From an optimization exercise on the open Yosys and OpenROAD flow, aimed at small area and a short achievable clock period; shortcuts taken in it are not production practice.
Where RTL was checked, it was by simulation tests only, not by an equivalence proof against the original.

## xenon
## prince_top
module prince_top
(
    input  wire          clk,
    input  wire          sys_rst,
    input  wire          in_valid,
    input  wire [127:0]  key,
    input  wire [63:0]   plain_text,
    output logic [63:0]  cipher_text,
    output logic         out_valid
);
For scale: about 6400 cells after synthesis, about 1800 flip-flops, ~260 I/O pins, about 69000 um^2 of cells after synthesis.
clock: 3.2 ns
lec_check: 0
cap_margin: 20
core_margin: 2
core_utilization: 40
cts_cluster_diameter: 100
cts_cluster_size: 30
setup_slack_margin: 0.95
slew_margin: 20
run.sh (not shown) runs the stock make flow with config.mk's settings and CLKGATE_MAP_FILE= SYNTH_SCRIPT=/design/flow/synth_recipe.tcl, a recipe that flattens the netlist after the stock synthesis.
> inputs changed (xenon -> sierra)
- a change of CTS_CLUSTER_DIAMETER from 100 to 200
Results
xenon -> sierra: share of synthesized area occupied by flip-flops and latches delta 0, exact match
xenon -> sierra: register area flat
Per the comparison of sierra with xenon, overall via count from detail_route held; highest attainable clock frequency saw a decrease; required time of the worst setup path shrank by 0.02 ns; clock skew after layout rose by 0.035 ns.
xenon -> sierra: per-cell via count in the routed design flat
| cell area after layout | sierra vs xenon | ≈ equal |
Diff xenon..sierra | footprint of the multi-input gates | negligible
Share of the cycle needed by the critical path after routing in sierra is 0.67 points higher than in xenon
For onyx, these inputs were changed with respect to sierra:
- a change of SETUP_SLACK_MARGIN from 0.95 to 1.15
- a deleted CTS_CLUSTER_DIAMETER that had been 200
- a deleted CTS_CLUSTER_SIZE that had been 30
For sierra and onyx, there was not a single run that failed to finish clean. Going from sierra to onyx, design area shows an increase of about 10%. Of the two values seen for launching element of the worst setup path, s8_st[55] was produced by onyx and s8_st[43] by sierra. Placement-stage worst setup slack in onyx is 0.15 ns above sierra.
Modified inputs, garnet compared to onyx
- clearing SETUP_SLACK_MARGIN, which used to be 1.15
- swapping 40 for 65 in CORE_UTILIZATION
==> comparison <==
Looking at setup slack on the worst flop-to-flop path, garnet sits 0.41 ns lower than onyx does.
Summary: with onyx as the reference, wire length in garnet moved down by a few percent.
Sort garnet and onyx by floorplan die width asc -> top: garnet
Setup changes, garnet to violet
- CORE_UTILIZATION now 40, was 65
- SETUP_SLACK_MARGIN now 0.95, previously not set
- violet finished end to end and its layout was clean on timing, DRC and antenna.
- Mean routed wirelength per cell, violet vs garnet: down by a little under 10%
- Relative to garnet, first-pass GRT wire length increased by about 2% in violet.
- Global-route usage: violet lower than garnet
- violet -> garnet: synthesized cell count delta 0, exact match
- Relative to garnet, portion of the layout cell area used by clock cells increased by 0.29 points in violet.
- Pre-CTS setup slack: violet vs garnet down 0.23 ns
- violet vs garnet: total detailed-routing wirelength up by a few percent
- Delta (violet minus garnet): final standard cell area without fillers has increased; via count lower; die area +62%.
- Of the two values seen for standard cell with the maximum stage delay on the critical path, dfxtp_2 was produced by violet and xnor2_1 by garnet.
#### Input delta (fjord over violet)
- a deleted SETUP_SLACK_MARGIN that had been 0.95
==> run summary <==
The final layout from fjord, which completed every stage, passed the timing, design-rule and antenna checks at the end of the flow. Between violet and fjord, required time reported for the critical path endpoint is higher for violet, fjord comes in under that. fjord against violet: post-layout worst setup margin moved down; cell count about even. Non-clock buffer count, violet and fjord, higher one = violet. The wire length of the first global-routing pass was comparable across violet and fjord. fjord vs violet — sequential share of layout area rose 0.73 points. Looking at violet and fjord, the total number of vias is a wash.

* * *

## P
prince_top, a different RTL version from the one above (not shown whole).
Size: ~6,600 cells after synthesis, ~2,100 flip-flops, roughly 260 I/O pins, about 75,000 um2 of cells after synthesis.
Settings: LEC_CHECK=0, CAP_MARGIN=20, CORE_MARGIN=2, CORE_UTILIZATION=60, CTS_CLUSTER_DIAMETER=100, CTS_CLUSTER_SIZE=25, SETUP_SLACK_MARGIN=1.5, SLEW_MARGIN=20; clock period 3.2 ns.
standard.sh (not shown) runs the stock make flow with config.mk's settings and CLKGATE_MAP_FILE= SYNTH_SCRIPT=/design/flow/synth_recipe.tcl, a recipe that flattens the netlist after the stock synthesis.
==> flow/flow/run.sh <==
#!/bin/bash
# Own layout flow: the standard layout (standard.sh), with the port buffers that global
# placement inserts on every input and output made with sky130_fd_sc_hd__buf_2 instead of the
# buffer the flow picks by default. Synthesis is the standard one, run unchanged.
set -euo pipefail
bash standard.sh synth > run_synth.log 2>&1
bash standard.sh "BUFFER_PORTS_ARGS=-buffer_cell sky130_fd_sc_hd__buf_2" finish > run_finish.log 2>&1
P: complete, dirty (antenna rules)
diff inputs: P => Q
==> flow/run.sh (new file) <==
#!/bin/bash
# synth_recipe.tcl (not shown) runs the flow's synth.tcl, then flattens the netlist and writes it again
# the make line also repeats each setting of config.mk as NAME=value (left out here)
make -C /OpenROAD-flow-scripts/flow DESIGN_CONFIG=/design/flow/config.mk WORK_HOME=/design/flow/orfs CLKGATE_MAP_FILE= SYNTH_SCRIPT=/design/flow/synth_recipe.tcl finish
--- a/flow/config.mk
+++ b/flow/config.mk
@@ -8,7 +8,7 @@
 export CAP_MARGIN = 20
 export CORE_MARGIN = 2
-export CORE_UTILIZATION = 60
+export CORE_UTILIZATION = 40
 export CTS_CLUSTER_DIAMETER = 100
 export CTS_CLUSTER_SIZE = 25
-export SETUP_SLACK_MARGIN = 1.5
+export SETUP_SLACK_MARGIN = 1.2
 export SLEW_MARGIN = 20
removed: flow/flow/run.sh
removed: flow/standard.sh
Findings:
Q has completed all stages; timing, DRC and antenna checks passed.
Against P, Q comes in 0.12 ns higher on final critical path time including I/O delays and setup.
Compared with P, in Q number of placed instances, taps included picked up an extra 11%, fraction of the cycle the final worst path needs went up 3.7 points, via count has decreased.
The cell count along the critical path of Q exceeds that of P by 6.
Modified inputs, R compared to Q
==> flow/flow/run.sh (new file) <==
#!/bin/bash
# Own layout flow: the standard layout (standard.sh), with the port buffers that global
# placement inserts on every input and output made with sky130_fd_sc_hd__buf_2 instead of the
# buffer the flow picks by default. Synthesis is the standard one, run unchanged.
set -euo pipefail
bash standard.sh synth > run_synth.log 2>&1
bash standard.sh "BUFFER_PORTS_ARGS=-buffer_cell sky130_fd_sc_hd__buf_2" finish > run_finish.log 2>&1
==> flow/standard.sh (new file) <==
#!/bin/bash
# synth_recipe.tcl (not shown) runs the flow's synth.tcl, then flattens the netlist and writes it again
# the make line also repeats each setting of config.mk as NAME=value (left out here)
make -C /OpenROAD-flow-scripts/flow DESIGN_CONFIG=/design/flow/config.mk WORK_HOME=/design/flow/orfs CLKGATE_MAP_FILE= SYNTH_SCRIPT=/design/flow/synth_recipe.tcl "${@:-finish}"
--- a/flow/config.mk
+++ b/flow/config.mk
@@ -11,4 +11,5 @@
 export CTS_CLUSTER_DIAMETER = 100
 export CTS_CLUSTER_SIZE = 25
-export SETUP_SLACK_MARGIN = 1.2
+export PLACE_DENSITY = 0.9
+export SETUP_SLACK_MARGIN = 1.45
 export SLEW_MARGIN = 20
removed: flow/run.sh
- Total routed wirelength: Q and R compared, lower one is R
- On number of cells produced by synthesis, R tracks Q almost exactly.
- Post-route worst hold slack, Q and R: higher on Q
- On layout buffering overhead excluding clock cells: R sits below Q.
- The total non-filler cell area in the finished layout on Q is in line with that on R.
- Critical path class: in -> reg -> Q, reg -> reg -> R

* * *

== the reference run ==
RTL: one of the versions met above, not the one the previous note started from.
Size: about 1800 flip-flops, roughly 260 I/O pins, about 69000 um^2 of cells after synthesis.
Settings: LEC_CHECK=0, CAP_MARGIN=20, CORE_MARGIN=2, CORE_UTILIZATION=40, SETUP_SLACK_MARGIN=0.75, SLEW_MARGIN=20; clock period 3.2 ns.
run.sh (not shown) runs the stock make flow with config.mk's settings and CLKGATE_MAP_FILE= SYNTH_SCRIPT=/design/flow/synth_recipe.tcl, a recipe that flattens the netlist after the stock synthesis.
Stock flow here: none of the scripts above is used.
Per the final summary, the reference run finished and its layout is clean on timing, DRC and antenna.
Setup changes, the reference run to the trial run
--- a/flow/config.mk
+++ b/flow/config.mk
@@ -9,4 +9,6 @@
 export CORE_MARGIN = 2
 export CORE_UTILIZATION = 40
-export SETUP_SLACK_MARGIN = 0.75
+export CTS_BUF_LIST = sky130_fd_sc_hd__clkbuf_8
+export CTS_CLUSTER_SIZE = 25
+export SETUP_SLACK_MARGIN = 0.95
 export SLEW_MARGIN = 20
==> comparison <==
| clock period minus final worst setup slack | the trial run vs the reference run | better |
The reference run -> the trial run: data arrival at the endpoint of the critical path flat
Routed wire length ends up higher on the trial run.
From the reference run to the trial run the numbers moved as follows: async set-or-reset flop fraction in the synthesized netlist ~0 delta; number of cells on the critical path rose 2; number of nets with antenna violations after detailed routing has remained practically unchanged.
Comparing count of vias placed by the detailed router for the trial run and the reference run, the bigger number came from the trial run.
Between the trial run and the reference run, it is the trial run whose depth of the most critical reg-to-reg path is higher, by 2.
The reference run has lower proportion of cell area occupied by multi-input gates than the trial run.

* * *

alpha:
The RTL this note starts from:
==> flow/design.v <==
`default_nettype none
package prince_pkg;
    localparam int BLOCK_W     = 64;
    localparam int KEY_W       = 128;
    localparam int NIBBLE_W    = 4;
    localparam int NUM_NIBBLES = 16;
    localparam int HALF_ROUNDS = 5;
    typedef logic [BLOCK_W-1:0] block_t;
    localparam logic [63:0] SR_TABLE     = 64'h05AF49E38D27C16B;
    localparam logic [63:0] SR_INV_TABLE = 64'h0DA741EB852FC963;
    function automatic logic [3:0] sbox4(input logic [3:0] a);
        logic [3:0] y;
        logic f00, f01, f02, f03, f04, f05, f06;
        f06 = (~a[0]&~a[3]);
        f00 = (~a[2]) | (~a[3]);
        y[2] = (~a[1]&~f06) | (~f00);
        f01 = (~a[1]&~a[2]) | (~a[3]&~a[2]);
        y[1] = (~a[1]&~a[0]) | (f01);
        f02 = (~a[2]) | (~a[1]);
        f03 = (~a[3]);
        f04 = (~f03) | (~a[2]);
        f05 = (~a[0]&~f03) | (~f04);
        y[0] = (~a[1]&~f05) | (~a[1]&~f02) | (~a[0]&~f05) | (~f04&~f05) | (~a[0]&~f02) | (~f04&~f02);
        y[3] = (~a[0]&~f01) | (~a[1]&~a[3]);
        sbox4 = y;
    endfunction
    function automatic logic [3:0] sbox4_inv(input logic [3:0] a);
        logic [3:0] y;
        logic i00, i01, i02, i03, i04, i05, i06, i07, i08, i09, i10, i11, i12, i13;
        i13 = (~a[0]&~a[1]&~a[2]);
        i00 = (~a[0]);
        i01 = (~i00) | (~a[3]);
        y[2] = (~i01&~i13) | (~a[1]&~i13);
        i02 = (~a[1]);
        i03 = (~a[2]);
        i04 = (~i00&~i03) | (~i02&~i03);
        i05 = (~i00) | (~a[2]);
        i06 = (~i05) | (~i02) | (~a[3]);
        y[1] = (~a[3]&~i04) | (~i06);
        i07 = (~i03) | (~a[0]);
        i08 = (~i05&~i02) | (~i07&~i02);
        i09 = (~a[1]&~i00) | (~a[2]);
        y[0] = (~a[3]&~i08) | (~i09&~i08);
        i10 = (~i00&~i02) | (~i04);
        i11 = (~a[3]&~i03);
        i12 = (~i13&~i11);
        y[3] = (~i10) | (~i12);
        sbox4_inv = y;
    endfunction
    function automatic logic [BLOCK_W-1:0] s_layer(input logic [BLOCK_W-1:0] b);
        for (int i = 0; i < NUM_NIBBLES; i++)
            s_layer[NIBBLE_W*i +: NIBBLE_W] = sbox4(b[NIBBLE_W*i +: NIBBLE_W]);
    endfunction
    function automatic logic [BLOCK_W-1:0] s_inv_layer(input logic [BLOCK_W-1:0] b);
        for (int i = 0; i < NUM_NIBBLES; i++)
            s_inv_layer[NIBBLE_W*i +: NIBBLE_W] = sbox4_inv(b[NIBBLE_W*i +: NIBBLE_W]);
    endfunction
    function automatic logic [BLOCK_W-1:0] nibble_perm(input logic [BLOCK_W-1:0] b, input logic inv);
        logic [3:0] src;
        for (int i = 0; i < NUM_NIBBLES; i++)
        begin
            src = inv ? SR_INV_TABLE[63-4*i -: 4] : SR_TABLE[63-4*i -: 4];
            nibble_perm[BLOCK_W-1-NIBBLE_W*i -: NIBBLE_W] = b[BLOCK_W-1-NIBBLE_W*src -: NIBBLE_W];
        end
    endfunction
    function automatic logic [BLOCK_W-1:0] shift_rows(input logic [BLOCK_W-1:0] b);
        shift_rows = nibble_perm(b, 1'b0);
    endfunction
    function automatic logic [BLOCK_W-1:0] shift_rows_inv(input logic [BLOCK_W-1:0] b);
        shift_rows_inv = nibble_perm(b, 1'b1);
    endfunction
    function automatic logic [BLOCK_W-1:0] m_prime(input logic [BLOCK_W-1:0] b);
        integer hat;
        integer skip;
        logic [3:0] n0, n1, n2, n3;
        logic [3:0] p01, p23;
        for (int q = 0; q < 4; q++)
        begin
            hat = (q == 1 || q == 2) ? 1 : 0;
            n0 = b[BLOCK_W-1-16*q -: 4];
            n1 = b[BLOCK_W-5-16*q -: 4];
            n2 = b[BLOCK_W-9-16*q -: 4];
            n3 = b[BLOCK_W-13-16*q -: 4];
            p01 = n0 ^ n1;
            p23 = n2 ^ n3;
            for (int row = 0; row < 4; row++)
                for (int p = 0; p < 4; p++)
                begin
                    skip = (p - row - hat + 8) % 4;
                    case (skip)
                        0: m_prime[BLOCK_W-1-16*q-4*row-p] = p23[3-p] ^ n1[3-p];
                        1: m_prime[BLOCK_W-1-16*q-4*row-p] = p23[3-p] ^ n0[3-p];
                        2: m_prime[BLOCK_W-1-16*q-4*row-p] = p01[3-p] ^ n3[3-p];
                        default: m_prime[BLOCK_W-1-16*q-4*row-p] = p01[3-p] ^ n2[3-p];
                    endcase
                end
        end
    endfunction
endpackage
`default_nettype wire
`timescale 1ns/1ps
`default_nettype none
module prince_top
(
    input  wire          clk,
    input  wire          sys_rst,
    input  wire          in_valid,
    input  wire [127:0]  key,
    input  wire [63:0]   plain_text,
    output logic [63:0]  cipher_text,
    output logic         out_valid
);
    localparam int NST = 7;
    logic [NST-1:0] vld;
    always_ff @(posedge clk)
    begin
        if (sys_rst) vld <= '0;
        else         vld <= {vld[NST-2:0], in_valid};
    end
    assign out_valid = vld[NST-1];
    logic [63:0] k0_in, k1_in;
    assign k0_in = key[63:0];
    assign k1_in = key[127:64];
    logic [63:0] kf_w;
    assign kf_w = k1_in ^ {k0_in[0], k0_in[63:1]} ^ {63'b0, k0_in[63]} ^ 64'hc0ac29b7c97c50dd;
    logic [63:0] l0;
    assign l0 = plain_text ^ k0_in ^ k1_in ^ 64'h0000000000000000;
    logic [63:0] s1_st;
    logic [63:0] s1_k1, s1_kf;
    always_ff @(posedge clk) begin s1_st <= l0; s1_k1 <= k1_in; s1_kf <= kf_w; end
    logic [63:0] l1;
    assign l1 = prince_pkg::s_layer(s1_st);
    logic [63:0] l2;
    assign l2 = prince_pkg::shift_rows(prince_pkg::m_prime(l1)) ^ s1_k1 ^ 64'h13198a2e03707344;
    logic [63:0] l3;
    assign l3 = prince_pkg::s_layer(l2);
    logic [63:0] l4;
    assign l4 = prince_pkg::shift_rows(prince_pkg::m_prime(l3)) ^ s1_k1 ^ 64'ha4093822299f31d0;
    logic [63:0] s2_st;
    logic [63:0] s2_k1, s2_kf;
    always_ff @(posedge clk) begin s2_st <= l4; s2_k1 <= s1_k1; s2_kf <= s1_kf; end
    logic [63:0] l5;
    assign l5 = prince_pkg::s_layer(s2_st);
    logic [63:0] l6;
    assign l6 = prince_pkg::shift_rows(prince_pkg::m_prime(l5)) ^ s2_k1 ^ 64'h082efa98ec4e6c89;
    logic [63:0] l7;
    assign l7 = prince_pkg::s_layer(l6);
    logic [63:0] l8;
    assign l8 = prince_pkg::shift_rows(prince_pkg::m_prime(l7)) ^ s2_k1 ^ 64'h452821e638d01377;
    logic [63:0] s3_st;
    logic [63:0] s3_k1, s3_kf;
    always_ff @(posedge clk) begin s3_st <= l8; s3_k1 <= s2_k1; s3_kf <= s2_kf; end
    logic [63:0] l9;
    assign l9 = prince_pkg::s_layer(s3_st);
    logic [63:0] l10;
    assign l10 = prince_pkg::shift_rows(prince_pkg::m_prime(l9)) ^ s3_k1 ^ 64'hbe5466cf34e90c6c;
    logic [63:0] l11;
    assign l11 = prince_pkg::s_layer(l10);
    logic [63:0] l12;
    assign l12 = prince_pkg::m_prime(l11);
    logic [63:0] kl12;
    assign kl12 = prince_pkg::m_prime(prince_pkg::shift_rows_inv(s3_k1));
    logic [63:0] s4_st;
    logic [63:0] s4_k1, s4_kf;
    always_ff @(posedge clk) begin s4_st <= l12; s4_k1 <= kl12; s4_kf <= s3_kf; end
    logic [63:0] l13;
    assign l13 = prince_pkg::s_inv_layer(s4_st);
    logic [63:0] l14;
    assign l14 = prince_pkg::m_prime(prince_pkg::shift_rows_inv(l13)) ^ s4_k1 ^ prince_pkg::m_prime(prince_pkg::shift_rows_inv(64'h7ef84f78fd955cb1));
    logic [63:0] l15;
    assign l15 = prince_pkg::s_inv_layer(l14);
    logic [63:0] l16;
    assign l16 = prince_pkg::m_prime(prince_pkg::shift_rows_inv(l15)) ^ s4_k1 ^ prince_pkg::m_prime(prince_pkg::shift_rows_inv(64'h85840851f1ac43aa));
    logic [63:0] s5_st;
    logic [63:0] s5_k1, s5_kf;
    always_ff @(posedge clk) begin s5_st <= l16; s5_k1 <= s4_k1; s5_kf <= s4_kf; end
    logic [63:0] l17;
    assign l17 = prince_pkg::s_inv_layer(s5_st);
    logic [63:0] l18;
    assign l18 = prince_pkg::m_prime(prince_pkg::shift_rows_inv(l17)) ^ s5_k1 ^ prince_pkg::m_prime(prince_pkg::shift_rows_inv(64'hc882d32f25323c54));
    logic [63:0] l19;
    assign l19 = prince_pkg::s_inv_layer(l18);
    logic [63:0] l20;
    assign l20 = prince_pkg::m_prime(prince_pkg::shift_rows_inv(l19)) ^ s5_k1 ^ prince_pkg::m_prime(prince_pkg::shift_rows_inv(64'h64a51195e0e3610d));
    logic [63:0] s6_st;
    logic [63:0] s6_k1, s6_kf;
    always_ff @(posedge clk) begin s6_st <= l20; s6_k1 <= s5_k1; s6_kf <= s5_kf; end
    logic [63:0] l21;
    assign l21 = prince_pkg::s_inv_layer(s6_st);
    logic [63:0] l22;
    assign l22 = prince_pkg::m_prime(prince_pkg::shift_rows_inv(l21)) ^ s6_k1 ^ prince_pkg::m_prime(prince_pkg::shift_rows_inv(64'hd3b5a399ca0c2399));
    logic [63:0] l23;
    assign l23 = prince_pkg::s_inv_layer(l22);
    logic [63:0] l24;
    assign l24 = l23 ^ s6_kf;
    logic [63:0] s7_st;
    always_ff @(posedge clk) s7_st <= l24;
    assign cipher_text = s7_st;
endmodule
`default_nettype wire
Settings: LEC_CHECK=0, CAP_MARGIN=20, CORE_MARGIN=2, CORE_UTILIZATION=40, SETUP_SLACK_MARGIN=0.8, SLEW_MARGIN=20; clock period 3.2 ns.
Input-level comparison between beta and alpha:
- SETUP_SLACK_MARGIN removed (was 0.8)
Results
- beta finished end to end and its layout was clean on timing, DRC and antenna.
- Diff alpha -> beta | design area | decrease of about 20%
- beta vs. alpha: total grt overflow saw little to no change.
No run of this note included a check of the RTL's function; only the layout flow was run.

port drivers added, routing unchanged:
The results above use ideal ports. As a check the final layouts listed here were re-extracted and re-timed, cells and wires unchanged.
Step 1, drivers: a clkbuf_16 drives clk and a buf_2 each remaining input, both assumed.
Step 2, shift: input delay + t, output delay - t, t = (earliest + latest rising clock arrival at the registers) / 2. This alone moves slack from input paths to output paths.
Slacks: ideal / step 1 / step 2; pairs: ideal / step 1.
run | t (ns) | slack for setup (ns) | hold slack, ns | worst data-port slew with drivers (ns)
xenon | 0.800 | 0.946 / 0.946 / 0.269 | 0.301 / 0.301 / 0.301 | 0.10
sierra | 0.795 | 0.925 / 0.925 / 0.262 | 0.285 / 0.285 / 0.285 | 0.10
onyx | 0.881 | 1.050 / 1.050 / 0.297 | 0.126 / 0.070 / 0.265 | 0.11
garnet | 0.843 | 0.635 / 0.580 / 0.248 | 0.251 / 0.251 / 0.251 | 0.12
violet | 0.871 | 0.918 / 0.918 / 0.219 | 0.252 / 0.252 / 0.252 | 0.10
fjord | 0.872 | 0.596 / 0.596 / -0.104 | 0.252 / 0.252 / 0.252 | 0.10
P | 0.814 | 1.302 / 1.223 / 0.736 | 0.061 / 0.014 / 0.299 | 0.10
Q | 0.834 | 1.184 / 1.183 / 0.398 | 0.178 / 0.108 / 0.289 | 0.08
R | 0.816 | 1.315 / 1.284 / 0.649 | 0.058 / -0.005 / 0.323 | 0.14
the reference run | 0.873 | 0.777 / 0.742 / -0.016 | 0.252 / 0.252 / 0.252 | 0.10
the trial run | 1.051 | 0.913 / 0.913 / 0.033 | 0.226 / 0.199 / 0.226 | 0.10
alpha | 0.867 | 0.484 / 0.484 / 0.484 | 0.318 / 0.315 / 0.318 | 0.06
beta | 0.848 | 0.145 / 0.145 / 0.145 | 0.315 / 0.315 / 0.315 | 0.06
With both steps, setup timing fails in fjord and the reference run, where it was met with ideal ports. For the trial run, which loses most, drivers alone change the setup slack by 0.000 ns; drivers and shift together by -0.880 ns.
